Source: an optimization exercise on an open RTL-to-GDS flow (aim: small area, a short achievable clock period and few clock cycles per item). Production flows keep margins and buffers that such runs may drop. At most, simulation tests tie the RTL to the original design; equivalence was not proved. The RTL of runs 2 to 6 was laid out without a check of its function.

### flow/design.v
package smf_pkg;
    localparam int MAX_WINDOW   = 15;
    localparam int SAMPLE_WIDTH = 16;
    localparam int CFG_WIDTH    = 4;
    localparam logic [CFG_WIDTH-1:0] WINDOW_LEN_RESET = CFG_WIDTH'(3);
endpackage
import smf_pkg::*;
module smf_front (
    input  logic        clk,
    input  logic        rst_n,
    input  logic [3:0]  window_len,
    input  logic        adv,
    input  logic        samples_valid,
    output logic        samples_ready,
    input  logic [15:0] samples_sample,
    input  logic        samples_end_of_seq,
    output logic        a_v,
    output logic        a_fill,
    output logic        a_emit,
    output logic        a_last,
    output logic [3:0]  a_ws,
    output logic [15:0] a_y
);
    logic [2:0] h;
    logic [3:0] w_m1;
    logic       in_seq_q;
    logic [2:0] k_q;
    logic [2:0] fl_q;
    logic [3:0] wp_q;
    logic       take;
    logic       flush_ent;
    logic       new_ent;
    logic       ent_fill;
    logic [2:0] k_inc;
    logic [2:0] k_new;
    assign h    = window_len[3:1];
    assign w_m1 = {window_len[3:1], 1'b0};
    assign samples_ready = adv && (fl_q == 3'd0);
    assign take          = samples_valid && samples_ready;
    assign flush_ent     = adv && (fl_q != 3'd0);
    assign new_ent       = take || flush_ent;
    assign ent_fill      = take && !in_seq_q;
    assign k_inc         = (k_q == 3'd7) ? 3'd7 : k_q + 3'd1;
    assign k_new         = ent_fill ? 3'd0 : k_inc;
    always_ff @(posedge clk or negedge rst_n)
    begin
        if (!rst_n)
        begin
            in_seq_q <= 1'b0;
            k_q      <= '0;
            fl_q     <= '0;
            wp_q     <= '0;
            a_v      <= 1'b0;
            a_fill   <= 1'b0;
            a_emit   <= 1'b0;
            a_last   <= 1'b0;
            a_ws     <= '0;
        end
        else if (adv)
        begin
            a_v <= new_ent;
            if (new_ent)
            begin
                k_q    <= k_new;
                a_fill <= ent_fill;
                a_emit <= (k_new >= h);
                a_ws   <= wp_q;
                if (ent_fill)
                    wp_q <= '0;
                else
                    wp_q <= (wp_q == w_m1) ? 4'd0 : wp_q + 4'd1;
            end
            if (take)
            begin
                in_seq_q <= !samples_end_of_seq;
                fl_q     <= samples_end_of_seq ? h : 3'd0;
                a_last   <= samples_end_of_seq && (h == 3'd0);
            end
            else if (flush_ent)
            begin
                fl_q   <= fl_q - 3'd1;
                a_last <= (fl_q == 3'd1);
            end
        end
    end
    always_ff @(posedge clk)
    begin
        if (take)
            a_y <= samples_sample;
    end
endmodule
import smf_pkg::*;
module smf_queue (
    input  logic        clk,
    input  logic        rst_n,
    input  logic        push,
    input  logic [15:0] push_median,
    input  logic        push_last,
    output logic        adv,
    output logic        medians_valid,
    input  logic        medians_ready,
    output logic [15:0] medians_median,
    output logic        medians_last_out
);
    logic        skid_v_q;
    logic [15:0] skid_med_q;
    logic        skid_last_q;
    logic        pop;
    logic        head_load;
    assign adv       = !skid_v_q;
    assign pop       = medians_valid && medians_ready;
    assign head_load = !medians_valid || pop;
    always_ff @(posedge clk or negedge rst_n)
    begin
        if (!rst_n)
        begin
            medians_valid <= 1'b0;
            skid_v_q      <= 1'b0;
        end
        else
        begin
            if (head_load)
                medians_valid <= skid_v_q || push;
            if (skid_v_q)
                skid_v_q <= !head_load;
            else
                skid_v_q <= push && !head_load;
        end
    end
    always_ff @(posedge clk)
    begin
        if (head_load)
        begin
            medians_median   <= skid_v_q ? skid_med_q  : push_median;
            medians_last_out <= skid_v_q ? skid_last_q : push_last;
        end
        if (!skid_v_q)
        begin
            skid_med_q  <= push_median;
            skid_last_q <= push_last;
        end
    end
endmodule
import smf_pkg::*;
module smf_back (
    input  logic        clk,
    input  logic        rst_n,
    input  logic [3:0]  window_len,
    input  logic        adv,
    input  logic        a_v,
    input  logic        a_fill,
    input  logic        a_emit,
    input  logic        a_last,
    input  logic [3:0]  a_ws,
    input  logic [15:0] a_y,
    output logic        push,
    output logic [15:0] push_median,
    output logic        push_last
);
    localparam int N = MAX_WINDOW;
    logic [15:0] x_q [N];
    logic [3:0]  r_q [N];
    logic        b_v, b_fill, b_emit, b_last;
    logic [3:0]  b_ws;
    logic [15:0] b_y;
    logic [N-1:0] b_c;
    logic        c_v, c_last;
    logic [2:0]   h;
    logic [3:0]   w_m1;
    logic [N-1:0] act;
    logic [N-1:0] b_sel;
    logic [N-1:0] a_c;
    logic         a_cb;
    logic [3:0]   r_old;
    logic [3:0]   r_new;
    logic [N-1:0] le_vec;
    logic [15:0]  med;
    assign h    = window_len[3:1];
    assign w_m1 = {window_len[3:1], 1'b0};
    function automatic logic slt(input logic [15:0] a, input logic [15:0] b);
        slt = {~a[15], a[14:0]} < {~b[15], b[14:0]};
    endfunction
    assign a_cb = slt(a_y, b_y);
    always_comb
    begin
        for (int i = 0; i < N; i++)
        begin
            act[i]   = (4'(i) <= w_m1);
            b_sel[i] = (b_ws == 4'(i));
            a_c[i]   = (b_v && (b_fill || b_sel[i])) ? a_cb : slt(a_y, x_q[i]);
        end
    end
    always_comb
    begin
        r_old = '0;
        for (int i = 0; i < N; i++)
            if (b_sel[i])
                r_old = r_old | r_q[i];
        le_vec = ~b_c & act & ~b_sel;
        r_new = '0;
        for (int i = 0; i < N; i++)
            r_new = r_new + 4'(le_vec[i]);
    end
    always_ff @(posedge clk or negedge rst_n)
    begin
        if (!rst_n)
        begin
            b_v <= 1'b0;
            c_v <= 1'b0;
        end
        else if (adv)
        begin
            b_v <= a_v;
            c_v <= b_v && b_emit;
        end
    end
    always_ff @(posedge clk)
    begin
        if (adv)
        begin
            b_fill <= a_fill;
            b_emit <= a_emit;
            b_last <= a_last;
            b_ws   <= a_ws;
            b_y    <= a_y;
            b_c    <= a_c;
            c_last <= b_last;
        end
    end
    always_ff @(posedge clk)
    begin
        for (int i = 0; i < N; i++)
        begin
            if (adv && b_v)
            begin
                if (b_fill)
                begin
                    x_q[i] <= b_y;
                    r_q[i] <= 4'(i);
                end
                else if (b_sel[i])
                begin
                    x_q[i] <= b_y;
                    r_q[i] <= r_new;
                end
                else
                begin
                    r_q[i] <= r_q[i] + 4'(b_c[i]) - 4'(r_q[i] > r_old);
                end
            end
        end
    end
    always_comb
    begin
        med = '0;
        for (int i = 0; i < N; i++)
            if (act[i] && (r_q[i] == {1'b0, h}))
                med = med | x_q[i];
    end
    assign push        = adv && c_v;
    assign push_median = med;
    assign push_last   = c_last;
endmodule
import smf_pkg::*;
module sliding_median_filter (
    input  logic                 clk,
    input  logic                 rst_n,
    input  logic                 samples_valid,
    output logic                 samples_ready,
    input  logic [15:0]          samples_sample,
    input  logic                 samples_end_of_seq,
    output logic                 medians_valid,
    input  logic                 medians_ready,
    output logic [15:0]          medians_median,
    output logic                 medians_last_out,
    input  logic                 cfg_valid,
    output logic                 cfg_ready,
    input  logic [3:0]           cfg_window_len
);
    logic [CFG_WIDTH-1:0] window_len_reg;
    logic        adv;
    logic        a_v, a_fill, a_emit, a_last;
    logic [3:0]  a_ws;
    logic [15:0] a_y;
    logic        push;
    logic [15:0] push_median;
    logic        push_last;
    assign cfg_ready = 1'b1;
    always_ff @(posedge clk or negedge rst_n)
    begin
        if (!rst_n)
            window_len_reg <= WINDOW_LEN_RESET;
        else if (cfg_valid)
            window_len_reg <= cfg_window_len;
    end
    smf_front u_front (
        .clk                (clk),
        .rst_n              (rst_n),
        .window_len         (window_len_reg),
        .adv                (adv),
        .samples_valid      (samples_valid),
        .samples_ready      (samples_ready),
        .samples_sample     (samples_sample),
        .samples_end_of_seq (samples_end_of_seq),
        .a_v                (a_v),
        .a_fill             (a_fill),
        .a_emit             (a_emit),
        .a_last             (a_last),
        .a_ws               (a_ws),
        .a_y                (a_y)
    );
    smf_back u_back (
        .clk         (clk),
        .rst_n       (rst_n),
        .window_len  (window_len_reg),
        .adv         (adv),
        .a_v         (a_v),
        .a_fill      (a_fill),
        .a_emit      (a_emit),
        .a_last      (a_last),
        .a_ws        (a_ws),
        .a_y         (a_y),
        .push        (push),
        .push_median (push_median),
        .push_last   (push_last)
    );
    smf_queue u_queue (
        .clk              (clk),
        .rst_n            (rst_n),
        .push             (push),
        .push_median      (push_median),
        .push_last        (push_last),
        .adv              (adv),
        .medians_valid    (medians_valid),
        .medians_ready    (medians_ready),
        .medians_median   (medians_median),
        .medians_last_out (medians_last_out)
    );
endmodule
### flow/run.sh
#!/bin/bash
# synth_recipe.tcl (not shown) runs the flow's synth.tcl, then flattens the netlist and writes it again
# the make line also repeats each setting of config.mk as NAME=value (left out here)
make -C /OpenROAD-flow-scripts/flow DESIGN_CONFIG=/design/flow/config.mk WORK_HOME=/design/flow/orfs CLKGATE_MAP_FILE= SYNTH_SCRIPT=/design/flow/synth_recipe.tcl finish
### flow/config.mk
export PLATFORM = sky130hd
export DESIGN_NAME = sliding_median_filter
export DESIGN_NICKNAME = sliding_median_filter
export VERILOG_FILES = /design/flow/design.v
export SDC_FILE = /design/flow/constraint.sdc
export NUM_CORES = 4
export LEC_CHECK = 0
export CAP_MARGIN = 20
export CORE_MARGIN = 2
export CORE_UTILIZATION = 40
export SLEW_MARGIN = 20
### flow/constraint.sdc
create_clock -name core_clock -period 10.0 [get_ports {clk}]
set_input_delay 2.0000 -clock core_clock [delete_from_list [all_inputs] [get_ports {clk}]]
set_output_delay 2.0000 -clock core_clock [all_outputs]
set_load 0.01 [all_outputs]
==> results.toml, run 1 <==
[floorplan]
ioPinCount = 46
die_x_um = 259.7
core_mm2 = 0.06458
die_h_um = 259.7
start_util = 0.4050
std_cell_rows = 93
dieArea_mm2 = 0.06745

[logic_synthesis]
synth-edff-count = 372
synth.avg_cell_area_um2 = 10.98
synth_top_family_by_area = "adder cells"
netlist_instances = 2382
synth_ff_type = "edfxtp_1"
syn_area_mm2 = 0.02616
synth_seq_area_share = 0.4650
yosysWarnings = 6
synth_xor_area_frac = 0.02411
synth_compound_area_frac = 0.1464
ys_seq_elements = 415
netlist-cell-type-count = 73
async_flop_share = 0.06265
synthAdderAreaFrac = 0.1973
yosys.area_share.simple = 0.09505
synthMuxAreaShare = 0.007032
syn_nets = 2806

[worst_setup_path]
slowest_stage = "fa_1"
max_stage_delay_ns = 1.17
cp_common_cell = "fa_1"
critical_path.top_delay_family = "adder cells"
path_max_fanout = 15
critPathBufInv = 2
path_cells = "nand2b_1 -> nor2_2 -> or3_1 -> fa_1 -> fa_1 -> fa_1 -> fa_1 -> inv_1 -> ha_1 -> inv_1 -> fa_1 -> mux2i_1 -> or2_2"
arrival_ns = 6.27
worstSetupPathType = "flip-flop to flip-flop"
crit_required_ns = 10.34
end_kind = "flip-flop"
startpoint_type = "flip-flop"

[finish]
largest_register_ffs = 240
top_regs = "u_back.x_q: 240 flops, u_back.r_q: 60 flops"
fin_nets = 2897
largest_register = "u_back.x_q"
stdcell_count = 3365
drive_above_1_share = 0.07530
n_fill_cell = 5935
area_growth_pct = 12.73
diodes = 0

[timing]
finalWorstPathRequiredPeriod_ns = 5.931
hold_viol_final = 0
fin_crit_sh = 0.5931
tightestPinTransition_ns = 1.080
clock.fmax_ghz = 0.1686
drv_slew = 0
clock_skew_ns = 0.02942
finalSetupTns_ns = 0
rsz0062_at_grt = "no"
setup_violations = 0
maxSlewHeadroom = 0.2802

[clock_tree]
hold_buffers = 0
clockBufferDepth = 3
clkTransAtPathRegs_ns = 0.06
postCtsSetupBuffers = 0
numCtsBuffers = 45
cts_resized = 0
clock_latency_ns = 0.60
cts.sinks = 415
h-tree-depth = 2
cts_tree = "built"
clockRootBuffer = "clkbuf_16"

[routing]
routedWlPerCell_um = 21.73
wirelength_um = 73130
drtIter0Drc = 1618
antenna_left = 0
dr.pass1.iters = 6
vias_per_cell = 5.617
drc = 0
via_count = 18900

[placement]
hpwl_um = 52650
io_buffers = 43
gp_congestion = 0.8998
dp_cells = 3281

[global_route]
grt_pass1_wl_um = 113100
grt.overflow.total = 0
grtUsageTotal = 0.2184
grt_pass1_vias = 19230
antenna_found_initial = 0
grt_max_degree = 62

[hold_path]
hp-class = "flip-flop to flip-flop"

[flow_run]
drv_cap = 0

[status]
status = "finished clean"
layer usage:
layer | track usage | wire (um)
met1 | 0.2827 | 31340
met2 | 0.3785 | 35610
met3 | 0.02388 | 3808
met4 | 0.07679 | 2370
met5 | 0 | 0
layout by cell type (no fill, tap or decap), drive strengths merged, types with 13 or more instances in the layout:
cell type        n
nand4           56
a41oi           17
edfxtp         372
o21ai           95
buf             73
nor2b           48
dfxtp           17
xor2            50
a222oi          21
nor3            22
o22a            13
a211oi          26
clkbuf          52
a21o            57
inv            368
nand3           27
fa              24
mux2i           15
o2111ai         15
clkdlybuf4s50   43
a211o           35
xnor2           22
ha             374
nor2           154
nand2b          40
a22oi           57
nand2          108
clkinv          22
a21oi          119
dfrtp           25
a221oi          29
metrics by stage:
step	util	instance area (um^2)	hold slack, ns	worst slack [ns]
after global routing	0.4566	29490	0.4576	3.851
after global placement	0.4326	27940	0.4129	3.996
after CTS	0.4564	29480	0.4457	3.862
after detailed placement	0.4326	27940	0.4311	3.889
final	0.4566	29490	0.4444	4.069
after floorplan	-	26160	0.4003	4.557
layout make-up:
class	instances	area [um^2]	share of cell area
clock buffer	52	1194	0.04048
sequential	415	12160	0.4125
tap	855	1070	0.03628
multi-input combinational	1528	12360	0.4192
clock inverter	32	342.8	0.01163
timing repair buffer	116	978.4	0.03318
inverter	367	1378	0.04672
path summary, 6_finish.rpt:
check | startpoint | endpoint | slack [ns] | cells past startpoint
min in group asynchronous | rst_n | u_front.wp_q[0] | 1.79 | 2
setup reg to reg | u_back.b_ws[2] | u_back.r_q[14][1] | 4.07 | 13
hold reg to reg | u_back.b_last | u_back.c_last | 0.44 | 0
max in group asynchronous | rst_n | window_len_reg[1] | 7.91 | 2
hold / removal | u_back.b_last | u_back.c_last | 0.44 | 0
setup / recovery | u_back.b_ws[2] | u_back.r_q[14][1] | 4.07 | 13
cells in the mapped netlist, drive strengths merged (3+ instances only):
library cell | number | share of area
mux2 | 3 | 0.0013
xor2 | 50 | 0.017
a2111oi | 3 | 0.0012
fa | 24 | 0.018
a21oi | 119 | 0.023
or2 | 8 | 0.0019
nand3b | 5 | 0.0014
a21o | 57 | 0.016
o21a | 4 | 0.0011
nand2 | 108 | 0.016
a211o | 35 | 0.012
edfxtp | 372 | 0.43
or3b | 5 | 0.0017
nor3 | 22 | 0.0052
ha | 374 | 0.18
a41oi | 17 | 0.0060
o211ai | 3 | 0.00086
o2bb2ai | 4 | 0.0013
o2111ai | 15 | 0.0050
nand4 | 56 | 0.013
xnor2 | 22 | 0.0074
inv | 367 | 0.053
a211oi | 26 | 0.0088
a22oi | 57 | 0.017
dfxtp | 17 | 0.013
clkbuf | 50 | 0.0072
a221oi | 29 | 0.0097
a31oi | 9 | 0.0022
a222oi | 21 | 0.0080
nor2 | 154 | 0.022
nand3 | 27 | 0.0052
o22a | 13 | 0.0044
mux2i | 15 | 0.0057
nor2b | 48 | 0.011
nand2b | 40 | 0.0096
buf | 22 | 0.0051
or3 | 9 | 0.0022
o31a | 8 | 0.0027
o21ai | 95 | 0.018
dfrtp | 25 | 0.024
o22ai | 8 | 0.0019
nor4 | 6 | 0.0028
a221o | 8 | 0.0031
cell families after synthesis:
logic type,count (synthesis)
buffers and inverters,439
DFF,415
xor gates and xnor gates,72
other,1
AOI/OAI and AO/OA,543
and+or+nand+nor,496
muxes,18
adders and majority gates,398
Testbench counts, summed over its fixed seeds: cycles 12,155, items 11,227.
==> inputs of run 2 (changes only) <==
--- a/flow/design.v
+++ b/flow/design.v
@@ -3,6 +3,75 @@
     localparam int SAMPLE_WIDTH = 16;
     localparam int CFG_WIDTH    = 4;
     localparam logic [CFG_WIDTH-1:0] WINDOW_LEN_RESET = CFG_WIDTH'(3);
+    function automatic logic slt16(input logic [15:0] a, input logic [15:0] b);
+        logic [15:0] lt0, gt0;
+        logic [7:0]  lt1, gt1;
+        logic [3:0]  lt2, gt2;
+        logic [1:0]  lt3, gt3;
+        for (int i = 0; i < 16; i++)
+        begin
+            lt0[i] = (i == 15) ? (a[i] & ~b[i]) : (~a[i] & b[i]);
+            gt0[i] = (i == 15) ? (~a[i] & b[i]) : (a[i] & ~b[i]);
+        end
+        for (int i = 0; i < 8; i++)
+        begin
+            lt1[i] = lt0[2*i+1] | (~gt0[2*i+1] & lt0[2*i]);
+            gt1[i] = gt0[2*i+1] | (~lt0[2*i+1] & gt0[2*i]);
+        end
+        for (int i = 0; i < 4; i++)
+        begin
+            lt2[i] = lt1[2*i+1] | (~gt1[2*i+1] & lt1[2*i]);
+            gt2[i] = gt1[2*i+1] | (~lt1[2*i+1] & gt1[2*i]);
+        end
+        for (int i = 0; i < 2; i++)
+        begin
+            lt3[i] = lt2[2*i+1] | (~gt2[2*i+1] & lt2[2*i]);
+            gt3[i] = gt2[2*i+1] | (~lt2[2*i+1] & gt2[2*i]);
+        end
+        slt16 = lt3[1] | (~gt3[1] & lt3[0]);
+    endfunction
+    function automatic logic ugt4(input logic [3:0] a, input logic [3:0] b);
+        logic [3:0] gt0, lt0;
+        logic [1:0] gt1, lt1;
+        gt0 = a & ~b;
+        lt0 = ~a & b;
+        gt1[0] = gt0[1] | (~lt0[1] & gt0[0]);
+        gt1[1] = gt0[3] | (~lt0[3] & gt0[2]);
+        lt1[1] = lt0[3] | (~gt0[3] & lt0[2]);
+        ugt4 = gt1[1] | (~lt1[1] & gt1[0]);
+    endfunction
+    function automatic logic [3:0] updn4(input logic [3:0] r, input logic up, input logic dn);
+        logic [3:0] t;
+        t[0] = up | dn;
+        t[1] = (up & r[0]) | (dn & ~r[0]);
+        t[2] = (up & r[0] & r[1]) | (dn & ~r[0] & ~r[1]);
+        t[3] = (up & r[0] & r[1] & r[2]) | (dn & ~r[0] & ~r[1] & ~r[2]);
+        updn4 = r ^ t;
+    endfunction
+    function automatic logic [3:0] pop15(input logic [14:0] v);
+        logic [4:0] s1, c1;
+        logic       s2a, c2a, s2b, c2b;
+        logic       s3a, c3a, s3b, c3b, s3c, c3c;
+        logic       s4, c4;
+        for (int i = 0; i < 5; i++)
+        begin
+            s1[i] = v[3*i] ^ v[3*i+1] ^ v[3*i+2];
+            c1[i] = (v[3*i] & v[3*i+1]) | (v[3*i] & v[3*i+2]) | (v[3*i+1] & v[3*i+2]);
+        end
+        s2a = s1[0] ^ s1[1] ^ s1[2];
+        c2a = (s1[0] & s1[1]) | (s1[0] & s1[2]) | (s1[1] & s1[2]);
+        s2b = s2a ^ s1[3] ^ s1[4];
+        c2b = (s2a & s1[3]) | (s2a & s1[4]) | (s1[3] & s1[4]);
+        s3a = c1[0] ^ c1[1] ^ c1[2];
+        c3a = (c1[0] & c1[1]) | (c1[0] & c1[2]) | (c1[1] & c1[2]);
+        s3b = c1[3] ^ c1[4] ^ c2a;
+        c3b = (c1[3] & c1[4]) | (c1[3] & c2a) | (c1[4] & c2a);
+        s3c = s3a ^ s3b ^ c2b;
+        c3c = (s3a & s3b) | (s3a & c2b) | (s3b & c2b);
+        s4 = c3a ^ c3b ^ c3c;
+        c4 = (c3a & c3b) | (c3a & c3c) | (c3b & c3c);
+        pop15 = {c4, s4, s3c, s2b};
+    endfunction
 endpackage
 import smf_pkg::*;
 module smf_front (
@@ -175,19 +244,17 @@
     logic [3:0]   r_new;
     logic [N-1:0] le_vec;
     logic [15:0]  med;
+    logic [N-1:0] dec;
     assign h    = window_len[3:1];
     assign w_m1 = {window_len[3:1], 1'b0};
-    function automatic logic slt(input logic [15:0] a, input logic [15:0] b);
-        slt = {~a[15], a[14:0]} < {~b[15], b[14:0]};
-    endfunction
-    assign a_cb = slt(a_y, b_y);
+    assign a_cb = smf_pkg::slt16(a_y, b_y);
     always_comb
     begin
         for (int i = 0; i < N; i++)
         begin
             act[i]   = (4'(i) <= w_m1);
             b_sel[i] = (b_ws == 4'(i));
-            a_c[i]   = (b_v && (b_fill || b_sel[i])) ? a_cb : slt(a_y, x_q[i]);
+            a_c[i]   = (b_v && (b_fill || b_sel[i])) ? a_cb : smf_pkg::slt16(a_y, x_q[i]);
         end
     end
     always_comb
@@ -197,9 +264,9 @@
             if (b_sel[i])
                 r_old = r_old | r_q[i];
         le_vec = ~b_c & act & ~b_sel;
-        r_new = '0;
         for (int i = 0; i < N; i++)
-            r_new = r_new + 4'(le_vec[i]);
+            dec[i] = smf_pkg::ugt4(r_q[i], r_old);
+        r_new  = smf_pkg::pop15(le_vec);
     end
     always_ff @(posedge clk or negedge rst_n)
     begin
@@ -245,7 +312,7 @@
                 end
                 else
                 begin
-                    r_q[i] <= r_q[i] + 4'(b_c[i]) - 4'(r_q[i] > r_old);
+                    r_q[i] <= smf_pkg::updn4(r_q[i], b_c[i] & ~dec[i], dec[i] & ~b_c[i]);
                 end
             end
         end
--- a/flow/config.mk
+++ b/flow/config.mk
@@ -5,7 +5,9 @@
 export SDC_FILE = /design/flow/constraint.sdc
 export NUM_CORES = 4
 export LEC_CHECK = 0
+export ABC_CLOCK_PERIOD_IN_PS = 3000
 export CAP_MARGIN = 20
 export CORE_MARGIN = 2
 export CORE_UTILIZATION = 40
+export SETUP_SLACK_MARGIN = 5
 export SLEW_MARGIN = 20
==> run 2 against run 1 <==
Against the previous run: still clean; non-clock buffer count shrank 10; worst hold slack worse by 0.018 ns; clock skew is 0.0028 ns higher; critical path type unchanged.
==> results.toml, run 2 <==
[floorplan]
die_x_um = 249.3
ioPinCount = 46
die_h_um = 249.3
core_mm2 = 0.05924
start_util = 0.4062
dieArea_mm2 = 0.06215
std_cell_rows = 89

[timing]
hold_viol_final = 0
fin_crit_sh = 0.4784
clock_skew_ns = 0.03224
finalWorstPathRequiredPeriod_ns = 4.784
clock.fmax_ghz = 0.2090
drv_slew = 0
rsz0062_at_grt = "no"
maxSlewHeadroom = 0.2020
tightestPinTransition_ns = 1.193
finalSetupTns_ns = 0
setup_violations = 0

[clock_tree]
clock_latency_ns = 0.61
clockRootBuffer = "clkbuf_16"
numCtsBuffers = 47
clkTransAtPathRegs_ns = 0.06
clockBufferDepth = 3
cts.sinks = 415
h-tree-depth = 2
cts_tree = "built"

[status]
status = "finished clean"

[logic_synthesis]
synth_ff_type = "edfxtp_1"
synth.avg_cell_area_um2 = 10.60
synth_seq_area_share = 0.5054
synth_top_area_frac = 0.4642
netlist_instances = 2270
ys_seq_elements = 415
netlist-cell-type-count = 85
synth-edff-count = 372
yosysWarnings = 6
synth_most_common_cell = "edfxtp_1"
syn_nets = 2345
async_flop_share = 0.06265
syn_area_mm2 = 0.02407
synth_area_leaders = "edfxtp_1, maj3_1, a21oi_1"
netlist_top_cells_count = "edfxtp_1, nor2_1, a21oi_1, inv_1, o21ai_0"
yosys.area.top_type = "edfxtp_1"

[finish]
layout_common_cells = "edfxtp_1, nor2_1, a21oi_1, inv_1, o21ai_0"
diodes = 0
n_fill_cell = 5465
regArea_mm2 = 0.01216
finish.utilization = 0.4582
final_common_cell = "edfxtp_1"
fin_nets = 2343
largest_register = "u_back.x_q"
largest_register_ffs = 240
top_regs = "u_back.x_q: 240 flops, u_back.r_q: 60 flops"
drive_above_1_share = 0.1093
multi_input_area_mm2 = 0.01085
area_growth_pct = 12.79

[worst_setup_path]
end_kind = "flip-flop"
worstSetupPathType = "flip-flop to flip-flop"
timing.rr.start = "u_back.b_ws[2]"
startpoint = "u_back.b_ws[2]"
reg2regPathDepth = 11
arrival_ns = 5.12
reg2reg_setup_slack_ns = 5.22
timing.rr.end = "u_back.r_q[9][3]"
path_max_fanout = 16
crit_required_ns = 10.33
startpoint_type = "flip-flop"

[hold_path]
holdPathStages = 0
hp-class = "flip-flop to flip-flop"
min_from = "u_back.b_last"
worstHoldEndpoint = "u_back.c_last"

[global_route]
grt_pass1_vias = 18320
top_usage_layer = "met2"
use_met1 = 0.3457
grt_max_degree = 66
grt_use_met3 = 0.04389
grt_use_met2 = 0.3777
grtUsageTotal = 0.2485
grt_pass1_wl_um = 117700
antenna_found_initial = 0
grt.overflow.total = 0

[routing]
dr.pass1.iters = 6
antenna_left = 0
vias_per_cell = 6.268
drtIter0Drc = 2584
drc = 0
routedWlPerCell_um = 25.69
wirelength_um = 79110
via_count = 19300

[flow_run]
drv_cap = 0

[placement]
hpwl_um = 52820
gp_congestion = 0.9748
io_buffers = 43
run 2: cell types whose count changed after synthesis, moves of 33 or more:
| cell | change |
|---|---|
| ha_1 | -336 |
| inv_1 | -238 |
| maj3_1 | +86 |
| clkbuf_1 | +64 |
| nand4_1 | -50 |
| a21o_1 | -41 |
| a22oi_1 | +34 |
| a21oi_1 | +33 |
run 2: critical path, stage by stage, from the launching register on:
cell      delay [ns]
edfxtp_1        0.69
or2_1           0.36
nor3_1          0.08
buf_4           0.21
or2_2           0.30
fa_1            0.53
fa_1            0.55
inv_1           0.05
fa_1            0.43
fa_2            0.36
fa_2            0.63
a211o_1         0.33
run 2: cell type report:
class,instances,area share
clock inverter,27,0.01558
timing repair buffer,106,0.03369
inverter,137,0.01894
multi-input combinational,1561,0.3996
sequential,415,0.4481
tap,773,0.03563
clock buffer,60,0.04849
run 2: logic make-up (layout without fill, tap and decap cells):
group                      after synthesis  in the layout  share of synthesized area
DFF                                    415            415                     0.5054
muxes                                   31             31                    0.01383
xor gates and xnor gates                84             84                    0.03057
AOI/OAI and AO/OA                      687            687                     0.1952
buffers and inverters                  294            330                    0.05064
adders and majority gates              158            158                    0.07544
and+or+nand+nor                        600            600                     0.1288
other                                    1              1                  0.0001558
run 2: how the worst max path moves through the flow:
| stage | end | slack [ns] | depth (start not counted) |
|---|---|---|---|
| 2_1_floorplan | u_back.r_q[7][2] | 5.19 | 14 |
| 3_3_place_gp | u_back.r_q[0][2] | 4.35 | 12 |
| 3_5_place_dp | u_back.r_q[11][2] | 4.29 | 12 |
| 4_1_cts | u_back.r_q[11][2] | 5.03 | 12 |
| 5_1_grt | u_back.r_q[13][3] | 5.08 | 11 |
| 6_report | u_back.r_q[9][3] | 5.22 | 11 |
run 2: timing repair:
| action | in CTS | in global routing |
|---|---|---|
| resized for setup | 6 | 3 |
| setup buffers | 2 | 4 |
| hold buffers | 0 | 0 |
| pin swaps | 0 | 1 |
| setup endpoints to repair | 45 | 31 |
run 2: per-stage QoR:
| stage | area (um^2) | hold slack (ns) | std cells | worst slack (ns) |
|---|---|---|---|---|
| final | 27150 | 0.4267 | 3079 | 5.216 |
| after global routing | 27150 | 0.4475 | 3079 | 5.076 |
| after CTS | 27060 | 0.4325 | 3073 | 5.025 |
| after detailed placement | 25290 | 0.4185 | 2984 | 4.289 |
| after global placement | 25290 | 0.4136 | 2984 | 4.353 |
| after floorplan | 24070 | 0.4003 | 2270 | 5.193 |
run 2: layer usage:
layer  vias to the layer above  wire (um)
li1                       8570          -
met1                      9489      33250
met2                      1072      34830
met3                       168       7473
met4                         0       3548
met5                         -          0
==> inputs of run 3 (changes only) <==
--- a/flow/config.mk
+++ b/flow/config.mk
@@ -5,9 +5,7 @@
 export SDC_FILE = /design/flow/constraint.sdc
 export NUM_CORES = 4
 export LEC_CHECK = 0
-export ABC_CLOCK_PERIOD_IN_PS = 3000
 export CAP_MARGIN = 20
 export CORE_MARGIN = 2
 export CORE_UTILIZATION = 40
-export SETUP_SLACK_MARGIN = 5
 export SLEW_MARGIN = 20
==> run 3 against run 2 <==
Against the previous run: flip-flop and latch count is the same; non-clock buffer count shrank 6; worst hold slack is essentially flat; clock skew grew 0.0031 ns; synthesized cell count is the same; global-route usage shrank 0.077 points; final cell count shrank 0.19%; clock-buffer cell count is the same; critical path depth grew 1; first-iteration DRC count shrank 0.31%; critical path type unchanged; critical endpoint is now u_back.r_q[11][2].
==> results.toml, run 3 <==
[global_route]
use_met1 = 0.3448
grt_max_degree = 66
grt_use_met2 = 0.3767
top_usage_layer = "met2"
grtUsageTotal = 0.2477
grt_pass1_wl_um = 117300
antenna_found_initial = 0
grt_pass1_vias = 18290
grt.overflow.total = 0
grt_use_met3 = 0.04378

[floorplan]
core_mm2 = 0.05924
start_util = 0.4062
std_cell_rows = 89
ioPinCount = 46
dieArea_mm2 = 0.06215
die_h_um = 249.3
die_x_um = 249.3

[clock_tree]
cts_tree = "built"
clock_latency_ns = 0.61
postCtsSetupBuffers = 0
clkTransAtPathRegs_ns = 0.06
numCtsBuffers = 47
cts.sinks = 415
clockBufferDepth = 3
h-tree-depth = 2
hold_buffers = 0
clockRootBuffer = "clkbuf_16"
cts_resized = 0

[logic_synthesis]
synth-edff-count = 372
netlist_instances = 2270
netlist_top_cells_count = "edfxtp_1, nor2_1, a21oi_1, inv_1, o21ai_0"
synth_seq_area_share = 0.5054
netlist-cell-type-count = 85
synth_ff_type = "edfxtp_1"
yosys.area.top_type = "edfxtp_1"
synth_area_leaders = "edfxtp_1, maj3_1, a21oi_1"
syn_area_mm2 = 0.02407
async_flop_share = 0.06265
synth_most_common_cell = "edfxtp_1"
synth.avg_cell_area_um2 = 10.60
yosysWarnings = 6
ys_seq_elements = 415
syn_nets = 2345
synth_top_area_frac = 0.4642

[timing]
clock_skew_ns = 0.03537
setup_violations = 0
clock.fmax_ghz = 0.1729
maxSlewHeadroom = 0.2363
hold_viol_final = 0
drv_slew = 0
finalSetupTns_ns = 0
finalWorstPathRequiredPeriod_ns = 5.784
fin_crit_sh = 0.5784
tightestPinTransition_ns = 1.146
rsz0062_at_grt = "no"

[worst_setup_path]
timing.rr.start = "u_back.b_ws[0]"
end_kind = "flip-flop"
reg2regPathDepth = 12
arrival_ns = 6.22
reg2reg_setup_slack_ns = 4.22
startpoint_type = "flip-flop"
crit_required_ns = 10.43
worstSetupPathType = "flip-flop to flip-flop"
path_max_fanout = 31
timing.rr.end = "u_back.r_q[11][2]"

[hold_path]
hp-class = "flip-flop to flip-flop"
min_from = "u_back.b_last"
worstHoldEndpoint = "u_back.c_last"
holdPathStages = 0

[routing]
via_count = 19160
routedWlPerCell_um = 25.62
drtIter0Drc = 2576
antenna_left = 0
dr.pass1.iters = 8
drc = 0
wirelength_um = 78720
vias_per_cell = 6.233

[finish]
final_common_cell = "edfxtp_1"
largest_register = "u_back.x_q"
layout_common_cells = "edfxtp_1, nor2_1, a21oi_1, inv_1, o21ai_0"
multi_input_area_mm2 = 0.01081
drive_above_1_share = 0.1039
largest_register_ffs = 240
area_growth_pct = 12.46
diodes = 0
regArea_mm2 = 0.01216
fin_nets = 2337
top_regs = "u_back.x_q: 240 flops, u_back.r_q: 60 flops"
n_fill_cell = 5475

[placement]
io_buffers = 43
hpwl_um = 52820
gp_congestion = 0.9748

[status]
status = "finished clean"

[flow_run]
drv_cap = 0
## run 3: stage by stage
stage	instances	worst slack [ns]	utilization	hold slack, ns	cell area, um^2
6_report	3073	4.216	0.4569	0.4269	27060
5_1_grt	3073	3.972	0.4569	0.4475	27060
4_1_cts	3071	4.266	0.4563	0.4325	27030
3_5_place_dp	2984	4.289	0.4269	0.4185	25290
3_3_place_gp	2984	4.353	0.4268	0.4136	25290
2_1_floorplan	2270	5.193	-	0.4003	24070
## run 3: worst max-delay path by stage
stage                     slack, ns                end            from
final                          4.22  u_back.r_q[11][2]  u_back.b_ws[0]
after global routing           3.97   u_back.r_q[2][2]  u_back.b_ws[0]
after CTS                      4.27  u_back.r_q[11][2]  u_back.b_ws[0]
after detailed placement       4.29  u_back.r_q[11][2]  u_back.b_ws[0]
after global placement         4.35   u_back.r_q[0][2]  u_back.b_ws[0]
after floorplan                5.19   u_back.r_q[7][2]  u_back.b_ws[2]
## run 3: cell type report
cell class / instances / share of cell area
clock inverter: 27 / 0.01563
inverter: 137 / 0.01900
clock buffer: 60 / 0.04863
multi-input combinational: 1561 / 0.3994
sequential: 415 / 0.4494
timing repair buffer: 100 / 0.03213
tap: 773 / 0.03574
## run 3: metal layers
metal  routed length [um]  vias to the layer above
met1                33080                     9385
met2                34670                     1055
li1                     -                     8548
met4                 3507                        0
met3                 7456                      167
met5                    0                        -
## run 3: critical path: stages (launching register included)
cell and delay, ns:
edfxtp_1 0.94, nand2_1 0.33, nor2_1 0.74, nor3_1 0.16, fa_1 0.57, inv_1 0.05
fa_1 0.49, inv_1 0.06, fa_1 0.43, fa_1 0.38, fa_1 1.17, a21oi_1 0.14
nor2_1 0.15
## run 3: logic make-up (layout without fill, tap and decap cells)
group,Yosys count,count (layout),synth area share
compound gates,687,687,0.1952
simple gates,600,600,0.1288
flops,415,415,0.5054
buf+inv,294,324,0.05064
fa+ha+maj,158,158,0.07544
xor+xnor,84,84,0.03057
mux,31,31,0.01383
other cells,1,1,0.0001558
==> inputs of run 4 (changes only) <==
--- a/flow/design.v
+++ b/flow/design.v
@@ -79,6 +79,7 @@
     input  logic        rst_n,
     input  logic [3:0]  window_len,
     input  logic        adv,
+    input  logic        adv_next,
     input  logic        samples_valid,
     output logic        samples_ready,
     input  logic [15:0] samples_sample,
@@ -92,29 +93,42 @@
 );
     logic [2:0] h;
     logic [3:0] w_m1;
+    logic       rdy_q;
     logic       in_seq_q;
     logic [2:0] k_q;
     logic [2:0] fl_q;
     logic [3:0] wp_q;
     logic       take;
     logic       flush_ent;
-    logic       new_ent;
     logic       ent_fill;
     logic [2:0] k_inc;
-    logic [2:0] k_new;
+    logic       emit_c;
+    logic       emit_f;
+    logic [3:0] wp_inc;
+    logic [2:0] fl_next;
     assign h    = window_len[3:1];
     assign w_m1 = {window_len[3:1], 1'b0};
-    assign samples_ready = adv && (fl_q == 3'd0);
-    assign take          = samples_valid && samples_ready;
+    assign samples_ready = rdy_q;
+    assign take          = samples_valid && rdy_q;
     assign flush_ent     = adv && (fl_q != 3'd0);
-    assign new_ent       = take || flush_ent;
-    assign ent_fill      = take && !in_seq_q;
+    assign ent_fill      = !in_seq_q;
     assign k_inc         = (k_q == 3'd7) ? 3'd7 : k_q + 3'd1;
-    assign k_new         = ent_fill ? 3'd0 : k_inc;
+    assign emit_c        = (k_inc >= h);
+    assign emit_f        = (h == 3'd0);
+    assign wp_inc        = (wp_q == w_m1) ? 4'd0 : wp_q + 4'd1;
+    always_comb
+    begin
+        fl_next = fl_q;
+        if (take)
+            fl_next = samples_end_of_seq ? h : 3'd0;
+        else if (flush_ent)
+            fl_next = fl_q - 3'd1;
+    end
     always_ff @(posedge clk or negedge rst_n)
     begin
         if (!rst_n)
         begin
+            rdy_q    <= 1'b0;
             in_seq_q <= 1'b0;
             k_q      <= '0;
             fl_q     <= '0;
@@ -125,30 +139,31 @@
             a_last   <= 1'b0;
             a_ws     <= '0;
         end
-        else if (adv)
+        else
         begin
-            a_v <= new_ent;
-            if (new_ent)
+            rdy_q <= adv_next && (fl_next == 3'd0);
+            fl_q  <= fl_next;
+            if (adv)
             begin
-                k_q    <= k_new;
-                a_fill <= ent_fill;
-                a_emit <= (k_new >= h);
-                a_ws   <= wp_q;
-                if (ent_fill)
-                    wp_q <= '0;
-                else
-                    wp_q <= (wp_q == w_m1) ? 4'd0 : wp_q + 4'd1;
-            end
-            if (take)
-            begin
-                in_seq_q <= !samples_end_of_seq;
-                fl_q     <= samples_end_of_seq ? h : 3'd0;
-                a_last   <= samples_end_of_seq && (h == 3'd0);
-            end
-            else if (flush_ent)
-            begin
-                fl_q   <= fl_q - 3'd1;
-                a_last <= (fl_q == 3'd1);
+                a_v  <= take || flush_ent;
+                a_ws <= wp_q;
+                if (take)
+                begin
+                    in_seq_q <= !samples_end_of_seq;
+                    k_q      <= ent_fill ? 3'd0 : k_inc;
+                    wp_q     <= ent_fill ? 4'd0 : wp_inc;
+                    a_fill   <= ent_fill;
+                    a_emit   <= ent_fill ? emit_f : emit_c;
+                    a_last   <= samples_end_of_seq && (h == 3'd0);
+                end
+                else if (flush_ent)
+                begin
+                    k_q    <= k_inc;
+                    wp_q   <= wp_inc;
+                    a_fill <= 1'b0;
+                    a_emit <= emit_c;
+                    a_last <= (fl_q == 3'd1);
+                end
             end
         end
     end
@@ -166,6 +181,7 @@
     input  logic [15:0] push_median,
     input  logic        push_last,
     output logic        adv,
+    output logic        adv_next,
     output logic        medians_valid,
     input  logic        medians_ready,
     output logic [15:0] medians_median,
@@ -179,6 +195,7 @@
     assign adv       = !skid_v_q;
     assign pop       = medians_valid && medians_ready;
     assign head_load = !medians_valid || pop;
+    assign adv_next  = skid_v_q ? head_load : !(push && !head_load);
     always_ff @(posedge clk or negedge rst_n)
     begin
         if (!rst_n)
@@ -229,22 +246,21 @@
     localparam int N = MAX_WINDOW;
     logic [15:0] x_q [N];
     logic [3:0]  r_q [N];
-    logic        b_v, b_fill, b_emit, b_last;
-    logic [3:0]  b_ws;
-    logic [15:0] b_y;
-    logic [N-1:0] b_c;
-    logic        c_v, c_last;
+    logic         b_v, b_fill, b_emit, b_last;
+    logic [N-1:0] b_sel;
+    logic [15:0]  b_y;
+    logic [N-1:0] b_le;
+    logic         c_v, c_last;
     logic [2:0]   h;
     logic [3:0]   w_m1;
     logic [N-1:0] act;
-    logic [N-1:0] b_sel;
+    logic [N-1:0] a_sel;
     logic [N-1:0] a_c;
     logic         a_cb;
     logic [3:0]   r_old;
     logic [3:0]   r_new;
-    logic [N-1:0] le_vec;
-    logic [15:0]  med;
     logic [N-1:0] dec;
+    logic [15:0]  med;
     assign h    = window_len[3:1];
     assign w_m1 = {window_len[3:1], 1'b0};
     assign a_cb = smf_pkg::slt16(a_y, b_y);
@@ -253,7 +269,7 @@
         for (int i = 0; i < N; i++)
         begin
             act[i]   = (4'(i) <= w_m1);
-            b_sel[i] = (b_ws == 4'(i));
+            a_sel[i] = (a_ws == 4'(i));
             a_c[i]   = (b_v && (b_fill || b_sel[i])) ? a_cb : smf_pkg::slt16(a_y, x_q[i]);
         end
     end
@@ -263,10 +279,9 @@
         for (int i = 0; i < N; i++)
             if (b_sel[i])
                 r_old = r_old | r_q[i];
-        le_vec = ~b_c & act & ~b_sel;
         for (int i = 0; i < N; i++)
             dec[i] = smf_pkg::ugt4(r_q[i], r_old);
-        r_new  = smf_pkg::pop15(le_vec);
+        r_new = smf_pkg::pop15(b_le);
     end
     always_ff @(posedge clk or negedge rst_n)
     begin
@@ -288,9 +303,9 @@
             b_fill <= a_fill;
             b_emit <= a_emit;
             b_last <= a_last;
-            b_ws   <= a_ws;
+            b_sel  <= a_sel;
             b_y    <= a_y;
-            b_c    <= a_c;
+            b_le   <= ~a_c & act & ~a_sel;
             c_last <= b_last;
         end
     end
@@ -312,7 +327,7 @@
                 end
                 else
                 begin
-                    r_q[i] <= smf_pkg::updn4(r_q[i], b_c[i] & ~dec[i], dec[i] & ~b_c[i]);
+                    r_q[i] <= smf_pkg::updn4(r_q[i], ~b_le[i] & ~dec[i], dec[i] & b_le[i]);
                 end
             end
         end
@@ -346,6 +361,7 @@
 );
     logic [CFG_WIDTH-1:0] window_len_reg;
     logic        adv;
+    logic        adv_next;
     logic        a_v, a_fill, a_emit, a_last;
     logic [3:0]  a_ws;
     logic [15:0] a_y;
@@ -365,6 +381,7 @@
         .rst_n              (rst_n),
         .window_len         (window_len_reg),
         .adv                (adv),
+        .adv_next           (adv_next),
         .samples_valid      (samples_valid),
         .samples_ready      (samples_ready),
         .samples_sample     (samples_sample),
@@ -398,6 +415,7 @@
         .push_median      (push_median),
         .push_last        (push_last),
         .adv              (adv),
+        .adv_next         (adv_next),
         .medians_valid    (medians_valid),
         .medians_ready    (medians_ready),
         .medians_median   (medians_median),
--- a/flow/config.mk
+++ b/flow/config.mk
@@ -5,7 +5,9 @@
 export SDC_FILE = /design/flow/constraint.sdc
 export NUM_CORES = 4
 export LEC_CHECK = 0
+export ABC_CLOCK_PERIOD_IN_PS = 3000
 export CAP_MARGIN = 20
 export CORE_MARGIN = 2
 export CORE_UTILIZATION = 40
+export SETUP_SLACK_MARGIN = 5
 export SLEW_MARGIN = 20
==> run 4 against run 3 <==
Against the previous run: synthesized cell count decreased by 0.53%; global-route usage down 1.9 points; fmax increased by 39%; setup slack improved by 1.6 ns; flip-flop and latch count increased by 12; critical endpoint is now u_back.r_q[8][2].
==> results.toml, run 4 <==
[worst_setup_path]
crit_required_ns = 10.44
arrival_ns = 4.59
startpoint_type = "flip-flop"
timing.rr.start = "u_back.b_le[3]"
slowest_stage = "fa_1"
end_kind = "flip-flop"
path_max_fanout = 15
timing.rr.end = "u_back.r_q[8][2]"
cp_common_cell = "fa_1"
reg2reg_setup_slack_ns = 5.85
path_cells = "fa_1 -> inv_1 -> fa_1 -> inv_1 -> fa_1 -> fa_1 -> fa_1 -> a21oi_1 -> nor2_1"
worstSetupPathType = "flip-flop to flip-flop"
reg2regPathDepth = 9
max_stage_delay_ns = 1.16

[finish]
final_common_cell = "edfxtp_1"
largest_register_ffs = 240
diodes = 0
n_fill_cell = 5546
area_growth_pct = 11.22
stdcell_count = 3061
top_regs = "u_back.x_q: 240 flops, u_back.r_q: 60 flops"
layout_common_cells = "edfxtp_1, nor2_1, maj3_1, o21ai_0, a21oi_1"
fin_nets = 2317
largest_register = "u_back.x_q"
drive_above_1_share = 0.08381

[hold_path]
worstHoldEndpoint = "u_back.c_last"
holdPathStages = 0
hp-class = "flip-flop to flip-flop"
min_from = "u_back.b_last"

[logic_synthesis]
syn_nets = 2333
synthAdderAreaFrac = 0.09098
synth_area_leaders = "edfxtp_1, maj3_1, nor2_1"
synthMuxAreaShare = 0.01110
synth_compound_area_frac = 0.1849
netlist_top_cells_count = "edfxtp_1, nor2_1, maj3_1, o21ai_0, clkbuf_1"
netlist-cell-type-count = 83
synth_seq_area_share = 0.5140
yosys.area_share.simple = 0.1242
synth_most_common_cell = "edfxtp_1"
synth_xor_area_frac = 0.03129
yosysWarnings = 6
ys_seq_elements = 427
yosys.area.top_type = "edfxtp_1"
synth_top_area_frac = 0.4722
synth-edff-count = 383
syn_area_mm2 = 0.02436
synth.avg_cell_area_um2 = 10.79
netlist_instances = 2258
synth_top_family_by_area = "compound AO/OA/AOI/OAI gates"
async_flop_share = 0.06323
synth_ff_type = "edfxtp_1"

[timing]
clock_skew_ns = 0.04158
setup_violations = 0
drv_slew = 0
hold_viol_final = 0
finalSetupTns_ns = 0
fin_hold_ws_ns = 0.4375
tightestPinTransition_ns = 1.106
maxSlewHeadroom = 0.2438
clock.fmax_ghz = 0.2411
fin_crit_sh = 0.4147
rsz0062_at_grt = "no"
finalWorstPathRequiredPeriod_ns = 4.147

[floorplan]
std_cell_rows = 90
die_x_um = 250.8
die_h_um = 250.8
core_mm2 = 0.06025
dieArea_mm2 = 0.06288
ioPinCount = 46
start_util = 0.4043

[clock_tree]
cts_tree = "built"
numCtsBuffers = 46
clockRootBuffer = "clkbuf_16"
cts_resized = 0
postCtsSetupBuffers = 0
clkTransAtPathRegs_ns = 0.06
clock_latency_ns = 0.62
cts.sinks = 427
hold_buffers = 0
h-tree-depth = 2
clockBufferDepth = 3

[routing]
via_count = 18510
wl_met2_um = 34940
antenna_left = 0
wl_met3_um = 4602
dr.pass1.iters = 6
maxUsedRoutingLayer = "met5"
drc = 0
vias_per_cell = 6.046
drtIter0Drc = 2225
wl_met1_um = 30290
routedWlPerCell_um = 23.79
wirelength_um = 72810

[global_route]
grt_pass1_wl_um = 110300
grtUsageTotal = 0.2284
grt_pass1_vias = 17800
grt.overflow.total = 0
grt_max_degree = 76
antenna_found_initial = 1

[flow_run]
drv_cap = 0

[placement]
hpwl_um = 50730
gp_congestion = 0.9007
io_buffers = 43
dp_cells = 2976

[status]
status = "finished clean"
-- run 4: cell families (layout without fill, tap and decap cells) --
group	after synthesis	count (layout)
multiplexers	26	26
AND/OR/NAND/NOR	612	612
flip-flops	427	427
adder cells (fa/ha/maj)	200	200
AO/OA/AOI/OAI	637	637
buffers and inverters	268	289
other	1	1
XOR/XNOR	87	87
-- run 4: critical path, delay by kind of cell (launching register included) --
family,cells,cell delay (ns)
AO/OA/AOI/OAI,1,0.17
AND/OR/NAND/NOR,1,0.12
flip-flops,1,0.48
adder cells (fa/ha/maj),5,3.08
buffers and inverters,2,0.13
-- run 4: how the worst max path moves through the flow --
stage / startpoint / endpoint
floorplan: u_back.b_le[3] / u_back.r_q[13][2]
global placement: u_back.b_le[3] / u_back.r_q[1][2]
detailed placement: u_back.b_le[3] / u_back.r_q[0][2]
CTS: u_back.b_le[3] / u_back.r_q[8][2]
global route: u_back.b_le[1] / u_back.r_q[3][2]
finish: u_back.b_le[3] / u_back.r_q[8][2]
-- run 4: through the flow --
step                instance area [um^2]  utilization  worst slack (ns)
finish                             27090       0.4497             5.853
global route                       27090       0.4497             5.683
CTS                                27090       0.4497             5.799
detailed placement                 25610       0.4250             5.844
global placement                   25610       0.4250             5.888
floorplan                          24360            -             6.379
-- run 4: area by class of cell --
class	instances	area, um^2	share of cell area
timing repair buffer	94	813.3	0.03002
clock buffer	62	1251	0.04619
clock inverter	23	231.5	0.008545
sequential	427	12520	0.4621
inverter	110	412.9	0.01524
multi-input combinational	1563	10880	0.4017
tap	782	978.4	0.03612
-- run 4: layer usage --
metal / up-vias / global-route usage
li1: 8485 / -
met1: 9109 / 0.2969
met2: 755 / 0.3831
met3: 155 / 0.02992
met4: 2 / 0.09957
met5: - / 0
==> inputs of run 5 (changes only) <==
--- a/flow/config.mk
+++ b/flow/config.mk
@@ -5,9 +5,7 @@
 export SDC_FILE = /design/flow/constraint.sdc
 export NUM_CORES = 4
 export LEC_CHECK = 0
-export ABC_CLOCK_PERIOD_IN_PS = 3000
 export CAP_MARGIN = 20
 export CORE_MARGIN = 2
 export CORE_UTILIZATION = 40
-export SETUP_SLACK_MARGIN = 5
 export SLEW_MARGIN = 20
==> run 5 against run 4 <==
Against the previous run: fmax stayed put; global-route usage stayed put; final cell count stayed put; critical path type unchanged; synthesized cell count stayed put; cell area stayed put; sequential share of layout area stayed put; largest cell class unchanged; utilization stayed put; critical path depth stayed put; via count stayed put; die area stayed put; first-iteration DRC count stayed put.
==> results.toml, run 5 <==
[worst_setup_path]
worstSetupPathType = "flip-flop to flip-flop"
critical_path.top_delay_family = "adder cells"
max_stage_delay_ns = 1.16
end_kind = "flip-flop"
startpoint_type = "flip-flop"
path_max_fanout = 15
crit_required_ns = 10.44
slowest_stage = "fa_1"
path_cells = "fa_1 -> inv_1 -> fa_1 -> inv_1 -> fa_1 -> fa_1 -> fa_1 -> a21oi_1 -> nor2_1"
arrival_ns = 4.59
cp_common_cell = "fa_1"
critPathBufInv = 2

[timing]
drv_slew = 0
clock.fmax_ghz = 0.2411
clock_skew_ns = 0.04158
setup_violations = 0
finalWorstPathRequiredPeriod_ns = 4.147
maxSlewHeadroom = 0.2438
tightestPinTransition_ns = 1.106
hold_viol_final = 0
setup_ws_ns = 5.853
finalSetupTns_ns = 0
fin_crit_sh = 0.4147
rsz0062_at_grt = "no"

[clock_tree]
clockBufferDepth = 3
clkTransAtPathRegs_ns = 0.06
cts.sinks = 427
clockRootBuffer = "clkbuf_16"
h-tree-depth = 2
numCtsBuffers = 46
clock_latency_ns = 0.62
hold_buffers = 0
postCtsSetupBuffers = 0
cts_resized = 0
cts_tree = "built"

[routing]
drc = 0
routedWlPerCell_um = 23.79
drtIter0Drc = 2225
dr.pass1.iters = 6
antenna_left = 0
via_count = 18510
vias_per_cell = 6.046
wirelength_um = 72810

[floorplan]
die_h_um = 250.8
core_mm2 = 0.06025
std_cell_rows = 90
ioPinCount = 46
die_x_um = 250.8
dieArea_mm2 = 0.06288
start_util = 0.4043

[logic_synthesis]
synth_seq_area_share = 0.5140
synth_top_area_frac = 0.4722
yosysWarnings = 6
netlist-cell-type-count = 83
synth_ff_type = "edfxtp_1"
yosys.area.top_type = "edfxtp_1"
synth_area_leaders = "edfxtp_1, maj3_1, nor2_1"
synth_most_common_cell = "edfxtp_1"
netlist_top_cells_count = "edfxtp_1, nor2_1, maj3_1, o21ai_0, clkbuf_1"
synth.avg_cell_area_um2 = 10.79
ys_seq_elements = 427
synth-edff-count = 383
netlist_instances = 2258
async_flop_share = 0.06323
syn_area_mm2 = 0.02436
syn_nets = 2333

[placement]
gp_congestion = 0.9007
dpl_worst_slack_ns = 5.844
io_buffers = 43
hpwl_um = 50730

[global_route]
grt.overflow.total = 0
grt_max_degree = 76
antenna_found_initial = 1
grt_pass1_wl_um = 110300
grtUsageTotal = 0.2284
grt_pass1_vias = 17800

[finish]
final_common_cell = "edfxtp_1"
area_growth_pct = 11.22
largest_register = "u_back.x_q"
top_regs = "u_back.x_q: 240 flops, u_back.r_q: 60 flops"
largest_register_ffs = 240
drive_above_1_share = 0.08381
n_fill_cell = 5546
layout_common_cells = "edfxtp_1, nor2_1, maj3_1, o21ai_0, a21oi_1"
diodes = 0
fin_nets = 2317

[status]
status = "finished clean"

[hold_path]
hp-class = "flip-flop to flip-flop"

[flow_run]
drv_cap = 0
[run 5: cell counts after synthesis]
Identical to the previous run, type by type.
[run 5: logic make-up after synthesis]
family,share of synthesized area
AO/OA/AOI/OAI,0.1849
XOR/XNOR,0.03129
adder cells (fa/ha/maj),0.09098
buffers and inverters,0.04346
flip-flops,0.5140
multiplexers,0.01110
other,0.0001540
AND/OR/NAND/NOR,0.1242
[run 5: path summary, 6_finish.rpt]
check / start / endpoint / slack [ns] / depth (start not counted)
setup / recovery: u_back.b_le[3] / u_back.r_q[8][2] / 5.85 / 9
hold / removal: u_back.b_last / u_back.c_last / 0.44 / 0
setup reg to reg: u_back.b_le[3] / u_back.r_q[8][2] / 5.85 / 9
hold reg to reg: u_back.b_last / u_back.c_last / 0.44 / 0
max in group asynchronous: rst_n / window_len_reg[1] / 7.92 / 2
min in group asynchronous: rst_n / window_len_reg[3] / 1.78 / 2
[run 5: layer usage]
| metal | vias up | track usage | routed length (um) |
|---|---|---|---|
| met2 | 755 | 0.3831 | 34940 |
| li1 | 8485 | - | - |
| met3 | 155 | 0.02992 | 4602 |
| met5 | - | 0 | 10 |
| met1 | 9109 | 0.2969 | 30290 |
| met4 | 2 | 0.09957 | 2963 |
[run 5: final cells by class]
type	instances	area, um^2	area share
tap	782	978.4	0.03612
clock buffer	62	1251	0.04619
inverter	110	412.9	0.01524
timing repair buffer	94	813.3	0.03002
clock inverter	23	231.5	0.008545
multi-input combinational	1563	10880	0.4017
sequential	427	12520	0.4621
[run 5: stage by stage]
step | instances | area, um^2 | utilization | hold slack, ns
finish | 3061 | 27090 | 0.4497 | 0.4375
global route | 3061 | 27090 | 0.4497 | 0.4372
CTS | 3061 | 27090 | 0.4497 | 0.4393
detailed placement | 2976 | 25610 | 0.4250 | 0.4187
global placement | 2976 | 25610 | 0.4250 | 0.4091
floorplan | 2258 | 24360 | - | 0.4003
==> inputs of run 6 (changes only) <==
==> flow/flow/run.sh (new file) <==
#!/bin/bash
# Standard ORFS layout, with the setup repair aimed at a tighter slack target.
# The clock, the constraints and every step are the standard flow's own (standard.sh); only
# the repair target differs. Each tool's output is kept in a log file here.
set -euo pipefail
cd "$(dirname "$0")/.."
bash standard.sh synth > flow_synth.log 2>&1
margin=$(cat flow/margin.txt)
echo "export SETUP_SLACK_MARGIN = ${margin}" >> config.mk
bash standard.sh > flow_layout.log 2>&1
==> flow/flow/margin.txt (new file) <==
6.8
==> flow/standard.sh (new file) <==
#!/bin/bash
# synth_recipe.tcl (not shown) runs the flow's synth.tcl, then flattens the netlist and writes it again
# the make line also repeats each setting of config.mk as NAME=value (left out here)
make -C /OpenROAD-flow-scripts/flow DESIGN_CONFIG=/design/flow/config.mk WORK_HOME=/design/flow/orfs CLKGATE_MAP_FILE= SYNTH_SCRIPT=/design/flow/synth_recipe.tcl "${@:-finish}"
--- a/flow/config.mk
+++ b/flow/config.mk
@@ -9,3 +9,4 @@
 export CORE_MARGIN = 2
 export CORE_UTILIZATION = 40
 export SLEW_MARGIN = 20
+export SETUP_SLACK_MARGIN = 6.8
removed: flow/run.sh
==> run 6 against run 5 <==
Against the previous run: fmax grew 16%; cell area grew 5.9%; critical path type unchanged; critical endpoint is now u_back.r_q[4][2]; still clean on timing, DRC and antenna.
==> results.toml, run 6 <==
[finish]
drive_above_1_share = 0.1834
fin_nets = 2448
design_area_mm2 = 0.02868
layout_common_cells = "edfxtp_1, nor2_1, buf_4, maj3_1, o21ai_0"
largest_register = "u_back.x_q"
area_growth_pct = 17.73
regArea_mm2 = 0.01252
top_regs = "u_back.x_q: 240 flops, u_back.r_q: 60 flops"
n_fill_cell = 5402
multi_input_area_mm2 = 0.01123
largest_register_ffs = 240
stdcell_count = 3192
diodes = 0
final_common_cell = "edfxtp_1"

[logic_synthesis]
synth_area_leaders = "edfxtp_1, maj3_1, nor2_1"
synth-edff-count = 383
synth_seq_area_share = 0.5140
synth.avg_cell_area_um2 = 10.79
netlist_top_cells_count = "edfxtp_1, nor2_1, maj3_1, o21ai_0, clkbuf_1"
netlist_instances = 2258
netlist-cell-type-count = 83
ys_seq_elements = 427
synth_ff_type = "edfxtp_1"
synth_top_area_frac = 0.4722
yosysWarnings = 6
syn_nets = 2333
yosys.area.top_type = "edfxtp_1"
synth_most_common_cell = "edfxtp_1"
syn_area_mm2 = 0.02436
async_flop_share = 0.06323

[routing]
via_count = 19650
routedWlPerCell_um = 25.90
dr.pass1.iters = 7
drc = 0
wirelength_um = 82670
antenna_left = 0
vias_per_cell = 6.155
drtIter0Drc = 2451

[clock_tree]
hold_buffers = 0
cts.sinks = 427
clockRootBuffer = "clkbuf_16"
clock_latency_ns = 0.62
numCtsBuffers = 48
h-tree-depth = 2
cts_tree = "built"
clkTransAtPathRegs_ns = 0.06
clockBufferDepth = 3

[timing]
clock_skew_ns = 0.02821
rsz0062_at_grt = "yes"
maxSlewHeadroom = 0.2579
tightestPinTransition_ns = 1.110
fin_crit_sh = 0.3586
drv_slew = 0
hold_viol_final = 0
finalWorstPathRequiredPeriod_ns = 3.586
setup_ws_ns = 6.414
clock.fmax_ghz = 0.2789
finalSetupTns_ns = 0
setup_violations = 0

[floorplan]
die_x_um = 250.8
ioPinCount = 46
std_cell_rows = 90
die_h_um = 250.8
start_util = 0.4043
core_mm2 = 0.06025
dieArea_mm2 = 0.06288

[status]
status = "finished clean"

[placement]
io_buffers = 43
placed_cell_area_mm2 = 0.02563
gp_congestion = 0.9256
dp_cells = 2967
hpwl_um = 53380
dpl_worst_slack_ns = 5.478

[global_route]
grt_max_degree = 76
grt_pass1_wl_um = 119300
grt.overflow.total = 0
antenna_found_initial = 0
grt_pass1_vias = 18370
grtUsageTotal = 0.2534

[worst_setup_path]
arrival_ns = 3.93
startpoint_type = "flip-flop"
end_kind = "flip-flop"
path_max_fanout = 6
worstSetupPathType = "flip-flop to flip-flop"
crit_required_ns = 10.35

[hold_path]
hp-class = "flip-flop to flip-flop"

[flow_run]
drv_cap = 0
==> run 6: timing repair <==
action	4_1_cts	5_1_grt
setup endpoints to repair	124	130
cloned	4	5
setup buffers	71	57
resized for setup	122	68
endpoints found under the hold margin	0	0
pin swaps	19	60
==> run 6: cell families after synthesis <==
kind of cell / after synthesis / share of synthesized area
AO/OA/AOI/OAI: 637 / 0.1849
AND/OR/NAND/NOR: 612 / 0.1242
XOR/XNOR: 87 / 0.03129
flip-flops: 427 / 0.5140
multiplexers: 26 / 0.01110
buffers and inverters: 268 / 0.04346
adder cells (fa/ha/maj): 200 / 0.09098
other: 1 / 0.0001540
==> run 6: critical path, stage by stage (launching register included) <==
cell and delay, ns:
edfxtp_1 0.42, fa_1 0.57, inv_2 0.04, fa_2 0.56, inv_2 0.04, fa_2 0.35
fa_2 0.35, fa_2 0.55, buf_12 0.19, a211o_1 0.24
==> run 6: metrics by stage <==
step | hold slack, ns | util
CTS | 0.4303 | 0.4636
global route | 0.4355 | 0.4760
global placement | 0.4064 | 0.4253
detailed placement | 0.4054 | 0.4255
finish | 0.4252 | 0.4760
floorplan | 0.4003 | -
==> run 6: per-layer routing <==
layer	global-route usage	routed length (um)	up-vias
met5	0	0	-
met4	0.08948	3202	0
met3	0.04939	7538	196
met2	0.3969	37190	1041
met1	0.3509	34740	9657
li1	-	-	8753
==> run 6: area by class of cell <==
class                   count  area share
clock inverters            31     0.01086
multi-input cells        1563      0.3917
repair buffers            219     0.06641
inverters                 110     0.01553
well taps                 782     0.03412
clock buffers              56     0.04398
flip-flops and latches    427      0.4367
repair inverters            4   0.0006981
==> run 6: final timing paths <==
path	start	to	slack [ns]	depth (start not counted)
hold / removal	u_back.b_last	u_back.c_last	0.43	0
hold reg to reg	u_back.b_last	u_back.c_last	0.43	0
max in group asynchronous	rst_n	window_len_reg[1]	7.90	2
min in group asynchronous	rst_n	u_front.k_q[1]	1.79	2
setup / recovery	u_back.b_le[7]	u_back.r_q[4][2]	6.41	9
setup reg to reg	u_back.b_le[7]	u_back.r_q[4][2]	6.41	9

## afterwards: timing with drivers on the ports
In the flow no input, the clock included, has a driving cell. The finished layouts below were timed again as built, in two steps.
Step 1 (the two cells are an assumption about what drives the block):
set clk [get_ports {clk}]
set_driving_cell -lib_cell sky130_fd_sc_hd__clkbuf_16 $clk
set_driving_cell -lib_cell sky130_fd_sc_hd__buf_2 [delete_from_list [all_inputs] $clk]
Step 2 times the ports against the registers' clock, not the clock port: input delays grow and output delays shrink by t, the midpoint of the rising clock arrivals with the driver on.
Slacks: ideal / step 1 / step 2; pairs: ideal / step 1.
| run | t (ns) | setup WS [ns] | worst slew at a driven data input, ns | pins driven straight from the clock port |
|---|---|---|---|---|
| run 1 | 0.647 | 4.069 / 4.069 / 4.069 | 0.04 | 1 |
| run 2 | 0.653 | 5.216 / 5.216 / 5.216 | 0.04 | 1 |
| run 3 | 0.653 | 4.216 / 4.216 / 4.216 | 0.04 | 1 |
| run 4 | 0.659 | 5.853 / 5.853 / 5.853 | 0.04 | 1 |
| run 5 | 0.659 | 5.853 / 5.853 / 5.853 | 0.04 | 1 |
| run 6 | 0.669 | 6.414 / 6.414 / 6.323 | 0.04 | 1 |
After both steps every run listed still meets setup and hold. The setup slack of run 6, which loses most, moves by 0.000 ns with the drivers and by -0.091 ns with both steps.
